What follows belongs to an exercise in optimizing a design on an open flow for small area; a production flow would make more cautious choices. In this exercise RTL edits were held to simulation tests only and were not proved equivalent to the original.

==> flow/design.v <==
`timescale 1ns/100ps
`default_nettype none
module ref_mixer (
  input  wire                alg_clk,
  input  wire                alg_rst_n,
  input  wire                sine_valid,
  input  wire                cosine_valid,
  input  wire signed [47:0]  sine_wave,
  input  wire signed [47:0]  cosine_wave,
  input  wire signed [15:0]  capture_raw_dat,
  output wire                search_req,
  output logic       [8:0]   search_addr,
  output wire                beat_valid,
  output wire                beat_sof,
  output wire                beat_eof,
  output wire signed [63:0]  beat_sine_prod,
  output wire signed [63:0]  beat_cosine_prod
);
  logic                valid_q;              
  logic signed [47:0]  sine_wave_q;
  logic signed [47:0]  cosine_wave_q;
  logic                prod_valid;
  logic                prod_sof;
  logic                prod_eof;
  logic signed [63:0]  sine_prod;
  logic signed [63:0]  cosine_prod;
  assign search_req = sine_valid;
  always_ff @(posedge alg_clk or negedge alg_rst_n)
  begin
    if (!alg_rst_n)
      search_addr <= '0;
    else if (search_req)
      search_addr <= search_addr + 1'b1;
    else
      search_addr <= '0;
  end
  always_ff @(posedge alg_clk or negedge alg_rst_n)
  begin
    if (!alg_rst_n)
    begin
      valid_q    <= 1'b0;
      prod_valid <= 1'b0;
      prod_sof   <= 1'b0;
      prod_eof   <= 1'b0;
    end
    else
    begin
      valid_q    <= sine_valid;
      prod_valid <= valid_q;
      prod_sof   <= valid_q & ~prod_valid;   
      prod_eof   <= valid_q & ~sine_valid;   
    end
  end
  always_ff @(posedge alg_clk)
  begin
    sine_wave_q   <= sine_wave;
    cosine_wave_q <= cosine_wave;
    if (valid_q)
    begin
      sine_prod   <= capture_raw_dat * sine_wave_q;    
      cosine_prod <= capture_raw_dat * cosine_wave_q;
    end
  end
  assign beat_valid       = prod_valid;
  assign beat_sof         = prod_sof;
  assign beat_eof         = prod_eof;
  assign beat_sine_prod   = sine_prod;
  assign beat_cosine_prod = cosine_prod;
endmodule
`default_nettype wire
`timescale 1ns/100ps
`default_nettype none
module product_accumulator (
  input  wire                alg_clk,
  input  wire                alg_rst_n,
  input  wire                beat_valid,
  input  wire                beat_sof,
  input  wire                beat_eof,
  input  wire signed [63:0]  prod,
  output wire                sum_valid,
  output wire signed [73:0]  sum
);
  logic signed [73:0] acc;
  logic signed [73:0] acc_next;
  logic signed [73:0] total;
  logic               total_valid;
  assign acc_next = beat_sof ? 74'(prod) : acc + 74'(prod);
  always_ff @(posedge alg_clk)
  begin
    if (beat_valid)
      acc <= acc_next;
    if (beat_valid && beat_eof)
      total <= acc_next;                     
  end
  always_ff @(posedge alg_clk or negedge alg_rst_n)
  begin
    if (!alg_rst_n)
      total_valid <= 1'b0;
    else
      total_valid <= beat_valid & beat_eof;
  end
  assign sum_valid = total_valid;
  assign sum       = total;
endmodule
`default_nettype wire
`timescale 1ns/100ps
`default_nettype none
module extremum_tracker (
  input  wire                alg_clk,
  input  wire                alg_rst_n,
  input  wire                sum_valid,
  input  wire signed [73:0]  sum_in,
  input  wire        [11:0]  phase_idx,
  input  wire                sweep_start,
  output wire        [23:0]  extremum    
);
  logic signed [73:0] max_sum;
  logic signed [73:0] min_sum;
  logic        [11:0] max_pos;
  logic        [11:0] min_pos;
  logic               take_max;
  logic               take_min;
  assign take_max = sum_valid & (sweep_start | (sum_in > max_sum));
  assign take_min = sum_valid & (sweep_start | (sum_in < min_sum));
  always_ff @(posedge alg_clk)
  begin
    if (take_max)
      max_sum <= sum_in;
    if (take_min)
      min_sum <= sum_in;
  end
  always_ff @(posedge alg_clk or negedge alg_rst_n)
  begin
    if (!alg_rst_n)
    begin
      max_pos <= '0;
      min_pos <= '0;
    end
    else
    begin
      if (take_max)
        max_pos <= phase_idx;                
      if (take_min)
        min_pos <= phase_idx;
    end
  end
  assign extremum = {max_pos, min_pos};
endmodule
`default_nettype wire
`timescale 1ns/100ps
`default_nettype none
module phase_sweep_ctrl #(
  parameter int PHASE_STEPS = 3600
) (
  input  wire          alg_clk,
  input  wire          alg_rst_n,
  input  wire          sum_valid,
  input  wire          research,
  output logic [11:0]  phase_idx,
  output logic         sweep_start,
  output logic         frame_done,
  output wire          sweep_found_pulse
);
  logic wrap;                                
  logic sweep_found;
  logic sweep_found_q;
  assign wrap = (phase_idx == 12'(PHASE_STEPS - 1));
  always_ff @(posedge alg_clk or negedge alg_rst_n)
  begin
    if (!alg_rst_n)
    begin
      phase_idx   <= '0;
      sweep_start <= 1'b1;                   
      frame_done  <= 1'b0;
    end
    else
    begin
      frame_done <= sum_valid;
      if (sum_valid)
      begin
        phase_idx   <= wrap ? '0 : phase_idx + 1'b1;
        sweep_start <= wrap;
      end
    end
  end
  always_ff @(posedge alg_clk or negedge alg_rst_n)
  begin
    if (!alg_rst_n)
    begin
      sweep_found   <= 1'b0;
      sweep_found_q <= 1'b0;
    end
    else
    begin
      sweep_found_q <= sweep_found;
      if (frame_done && sweep_start)         
        sweep_found <= 1'b1;
      else if (research)
        sweep_found <= 1'b0;
    end
  end
  assign sweep_found_pulse = sweep_found & ~sweep_found_q;
endmodule
`default_nettype wire
`timescale 1ns/100ps
`default_nettype none
module mix_max_search #(
  parameter int PHASE_STEPS = 3600
) (
  input  wire                alg_clk,
  input  wire                alg_rst_n,
  input  wire                research,
  input  wire                sine_valid,
  input  wire signed [47:0]  sine_wave,
  input  wire                cosine_valid,
  input  wire signed [47:0]  cosine_wave,
  input  wire signed [15:0]  capture_raw_dat,
  output wire                search_req,
  output wire        [8:0]   search_addr,
  output wire        [23:0]  sine_extremum,      
  output wire        [23:0]  cosine_extremum,    
  output wire                frame_done,
  output wire                init_phase_found_pulse
);
  wire                beat_valid;
  wire                beat_sof;
  wire                beat_eof;
  wire signed [63:0]  beat_sine_prod;
  wire signed [63:0]  beat_cosine_prod;
  wire                sine_sum_valid;
  wire signed [73:0]  sine_sum;
  wire                cosine_sum_valid;
  wire signed [73:0]  cosine_sum;
  wire        [11:0]  phase_idx;
  wire                sweep_start;
  ref_mixer mixer (
    .alg_clk          (alg_clk),
    .alg_rst_n        (alg_rst_n),
    .sine_valid       (sine_valid),
    .cosine_valid     (cosine_valid),
    .sine_wave        (sine_wave),
    .cosine_wave      (cosine_wave),
    .capture_raw_dat  (capture_raw_dat),
    .search_req       (search_req),
    .search_addr      (search_addr),
    .beat_valid       (beat_valid),
    .beat_sof         (beat_sof),
    .beat_eof         (beat_eof),
    .beat_sine_prod   (beat_sine_prod),
    .beat_cosine_prod (beat_cosine_prod)
  );
  product_accumulator sine_acc (
    .alg_clk    (alg_clk),
    .alg_rst_n  (alg_rst_n),
    .beat_valid (beat_valid),
    .beat_sof   (beat_sof),
    .beat_eof   (beat_eof),
    .prod       (beat_sine_prod),
    .sum_valid  (sine_sum_valid),
    .sum        (sine_sum)
  );
  product_accumulator cosine_acc (
    .alg_clk    (alg_clk),
    .alg_rst_n  (alg_rst_n),
    .beat_valid (beat_valid),
    .beat_sof   (beat_sof),
    .beat_eof   (beat_eof),
    .prod       (beat_cosine_prod),
    .sum_valid  (cosine_sum_valid),
    .sum        (cosine_sum)
  );
  extremum_tracker sine_track (
    .alg_clk     (alg_clk),
    .alg_rst_n   (alg_rst_n),
    .sum_valid   (sine_sum_valid),
    .sum_in      (sine_sum),
    .phase_idx   (phase_idx),
    .sweep_start (sweep_start),
    .extremum    (sine_extremum)
  );
  extremum_tracker cosine_track (
    .alg_clk     (alg_clk),
    .alg_rst_n   (alg_rst_n),
    .sum_valid   (cosine_sum_valid),
    .sum_in      (cosine_sum),
    .phase_idx   (phase_idx),
    .sweep_start (sweep_start),
    .extremum    (cosine_extremum)
  );
  phase_sweep_ctrl #(
    .PHASE_STEPS (PHASE_STEPS)
  ) sweep_ctrl (
    .alg_clk           (alg_clk),
    .alg_rst_n         (alg_rst_n),
    .sum_valid         (cosine_sum_valid),
    .research          (research),
    .phase_idx         (phase_idx),
    .sweep_start       (sweep_start),
    .frame_done        (frame_done),
    .sweep_found_pulse (init_phase_found_pulse)
  );
endmodule
`default_nettype wire
==> flow/run.sh <==
#!/bin/bash
# synth_recipe.tcl (not shown) runs the flow's synth.tcl, then flattens the netlist and writes it again
# the make line also repeats each setting of config.mk as NAME=value (left out here)
make -C /OpenROAD-flow-scripts/flow DESIGN_CONFIG=/design/flow/config.mk WORK_HOME=/design/flow/orfs CLKGATE_MAP_FILE= SYNTH_SCRIPT=/design/flow/synth_recipe.tcl finish
==> flow/config.mk <==
export PLATFORM = sky130hd
export DESIGN_NAME = mix_max_search
export DESIGN_NICKNAME = mix_max_search
export VERILOG_FILES = /design/flow/design.v
export SDC_FILE = /design/flow/constraint.sdc
export NUM_CORES = 4
export LEC_CHECK = 0
export CAP_MARGIN = 20
export CORE_MARGIN = 2
export CORE_UTILIZATION = 45
export SLEW_MARGIN = 20
==> flow/constraint.sdc <==
create_clock -name core_clock -period 12.0 [get_ports {alg_clk}]
set_input_delay 2.4000 -clock core_clock [delete_from_list [all_inputs] [get_ports {alg_clk}]]
set_output_delay 2.4000 -clock core_clock [all_outputs]
set_load 0.01 [all_outputs]
==> flow_metrics.tcl <==
set metrics [dict create \
    ys_ff_latch 894 \
    cts_setup_buffers 0 \
    die_y_um 466 \
    cts_tree "yes" \
    synthMuxAreaShare 0.00714 \
    maxSlewViolCount 0 \
    grt_max_degree 79 \
    hold_viol 0 \
    post_cts_resized 0 \
    met3_length_um 18600 \
    netlist_area_sq_um 96200 \
    synth-async-reset-ratio 0.0872 \
    worstSkewPairLatency_ns 0.78 \
    synthFlopType "edfxtp_1" \
    synth_fa_ha_area_frac 0.391 \
    antenna_found_initial 12 \
    ant_nets 0 \
    end_kind "flop" \
    ctsHoldBuffers 0 \
    hp-class "reg2reg" \
    setup-violations-final 0 \
    yosys.area.top_type "fa_1" \
    yosysSeqAreaShare 0.265 \
    syn-instance-count 9774 \
    pre_cts_slack_ns 1.54 \
    cp.arrival_ns 10.28 \
    wirelength_um 253000 \
    core_area_sq_um 212000 \
    start_util 0.453 \
    synth_compound_area_frac 0.0868 \
    routed_via_density 5.36 \
    netlist_top_cells_area "fa_1, edfxtp_1, ha_1" \
    grt_util_all_layers 0.237 \
    synth_edf_count 720 \
    top_layer "met4" \
    layout-drive-gt1-share 0.0368 \
    multiInputGateArea_sq_um 61400 \
    post-route-min-period_ns 9.80 \
    dr.pass1.iters 6 \
    nFillCells 19600 \
    fin_tns_setup_ns 0 \
    synth.most_common_cell "inv_1" \
    met2_length_um 112000 \
    min_period_over_period 0.817 \
    io_pins 177 \
    clockBufferDepth 3 \
    synth_nets 12000 \
    grt_pass1_wl_um 403000 \
    relSlewSlack 0.169 \
    post-route-util 0.491 \
    drcViolationCount 0 \
    synth_top_family_by_area "adder cells" \
    required_ns 12.48 \
    synth_warnings 4 \
    drt-initial-drc-count 4915 \
    wl_per_cell_um 20.0 \
    maxCapViolations 0 \
    synthXorXnorAreaFrac 0.0259 \
    hpwl_um 191000 \
    gp_congestion 0.922 \
    cts_buffers 103 \
    grt_pass1_vias 70800 \
    clock.fmax_ghz 0.102 \
    worstSetupPathType "in2reg" \
    layout.nets 12000 \
    clkTransAtPathRegs_ns 0.06 \
    io_buffers 175 \
    gr-total-overflow 0 \
    wl_met1_um 116000 \
    num_rows 169 \
    seqCellArea_sq_um 25500 \
    rsz0062_at_grt "false" \
    vias 67800 \
    die-width_um 466 \
    path_max_fanout 26 \
    skew_ns 0.0296 \
    clock-sinks 894 \
    worst_pin_slew_ns 1.24 \
    ys_top_cells_by_count "inv_1, fa_1, nand2_1" \
    setup_slack_ns 2.20 \
    synth.avg_cell_area_sq_um 9.84 \
    die-area_sq_um 217000 \
    cts_root_buf "clkbuf_16" \
    critPathLaunchType "input port" \
    area_delta_synth_final_pct 8.36 \
    yosys.area_share.simple 0.127 \
    status "timing/DRC/antenna clean" \
    htreeDepth 3 \
    netlist-cell-type-count 88 \
    synth_top_area_frac 0.296 \
]
worst max-delay path: stages:
cell	delay, ns
clkdlybuf4s50_1	0.51
inv_2	0.70
buf_12	0.24
nor2_1	0.07
fa_1	0.54
fa_1	0.44
fa_1	0.52
fa_1	0.43
fa_1	0.49
inv_1	0.05
fa_1	0.50
inv_1	0.05
ha_1	0.38
and3_1	0.30
and3_1	0.21
o2111ai_1	0.17
o211a_1	0.22
o21ai_0	0.52
a21oi_1	0.21
o21ai_0	0.49
a31oi_1	0.34
o21ai_0	0.33
xor2_1	0.12
routing by layer:
metal	vias to the layer above	GRT usage
met3	361	0.0345
li1	30800	-
met1	34300	0.349
met5	-	0
met2	2373	0.363
met4	0	0.0688
state kept, by name, summed over array words and instances, names as in the netlist, 64 cells and up:
| register | flops |
|---|---|
| sine_acc.acc | 74 |
| mixer.sine_prod | 64 |
| cosine_acc.total | 74 |
| sine_track.max_sum | 74 |
| cosine_acc.acc | 74 |
| cosine_track.max_sum | 74 |
| sine_acc.total | 74 |
| mixer.cosine_prod | 64 |
| sine_track.min_sum | 74 |
| cosine_track.min_sum | 74 |
cells in the final DEF, fill, tap and decap left out, types with 93 or more instances in the layout:
cell type	instances
nor2_1	279
nand3_1	93
fa_1	1422
xnor2_1	193
dfxtp_1	96
a21oi_1	355
clkbuf_16	106
inv_1	2076
nand4_1	124
ha_1	734
nand2_1	1285
a21o_1	296
clkdlybuf4s50_1	159
edfxtp_1	720
o21ai_0	317
and2_1	526
through the flow:
stage	cell area [sq um]	std cells	hold slack (ns)
3_5_place_dp	101000	12400	0.366
6_report	104000	12600	0.375
5_1_grt	104000	12600	0.390
3_3_place_gp	101000	12400	0.360
2_1_floorplan	96200	9774	0.354
4_1_cts	104000	12600	0.380
cell families after synthesis:
group,after synthesis
AO/OA/AOI/OAI,1314
XOR/XNOR,284
adder cells (fa/ha/maj),2156
buffers and inverters,2483
flip-flops,894
multiplexers,59
AND/OR/NAND/NOR,2584
path summary, 6_finish.rpt:
kind                                   startpoint                        to  slack, ns  cells past startpoint
setup / recovery              capture_raw_dat[15]       mixer.sine_prod[59]       2.20                     23
hold / removal             sweep_ctrl.sweep_found  sweep_ctrl.sweep_found_q       0.37                      0
setup reg to reg            mixer.sine_wave_q[16]       mixer.sine_prod[58]       3.76                     22
hold reg to reg            sweep_ctrl.sweep_found  sweep_ctrl.sweep_found_q       0.37                      0
max in group asynchronous               alg_rst_n    sweep_ctrl.sweep_start       9.82                      2
min in group asynchronous               alg_rst_n      mixer.search_addr[6]       1.54                      1
area by class of cell:
| type | count | area share |
|---|---|---|
| Sequential cell | 894 | 0.245 |
| Timing Repair Buffer | 246 | 0.0225 |
| Multi-Input combinational cell | 6397 | 0.589 |
| Clock inverter | 74 | 0.00868 |
| Antenna cell | 8 | 0.000192 |
| Clock buffer | 122 | 0.0264 |
| Inverter | 2080 | 0.0749 |
| Tap cell | 2821 | 0.0339 |

[static timing again, ports no longer ideal]
The results above use ideal ports. As a check the final layout listed here was re-extracted and re-timed, cells and wires unchanged. Step 1: set_driving_cell puts a clkbuf_16 on alg_clk and a buf_2 on each other input, an assumption about the parent block. Step 2 also shifts input and output timing later by t, the mid clock arrival at the registers, as if the neighbouring blocks saw the same clock. a / b / c = ideal / step 1 / step 2; a / b = the first two.
t (ns): 0.839
setup WS [ns]: 2.201 / 2.260 / 1.421
worst data-port slew with drivers (ns): 0.05
After both steps setup and hold are still met in this run. The setup slack of this run moves by +0.059 ns with the drivers and by -0.780 ns with both steps.
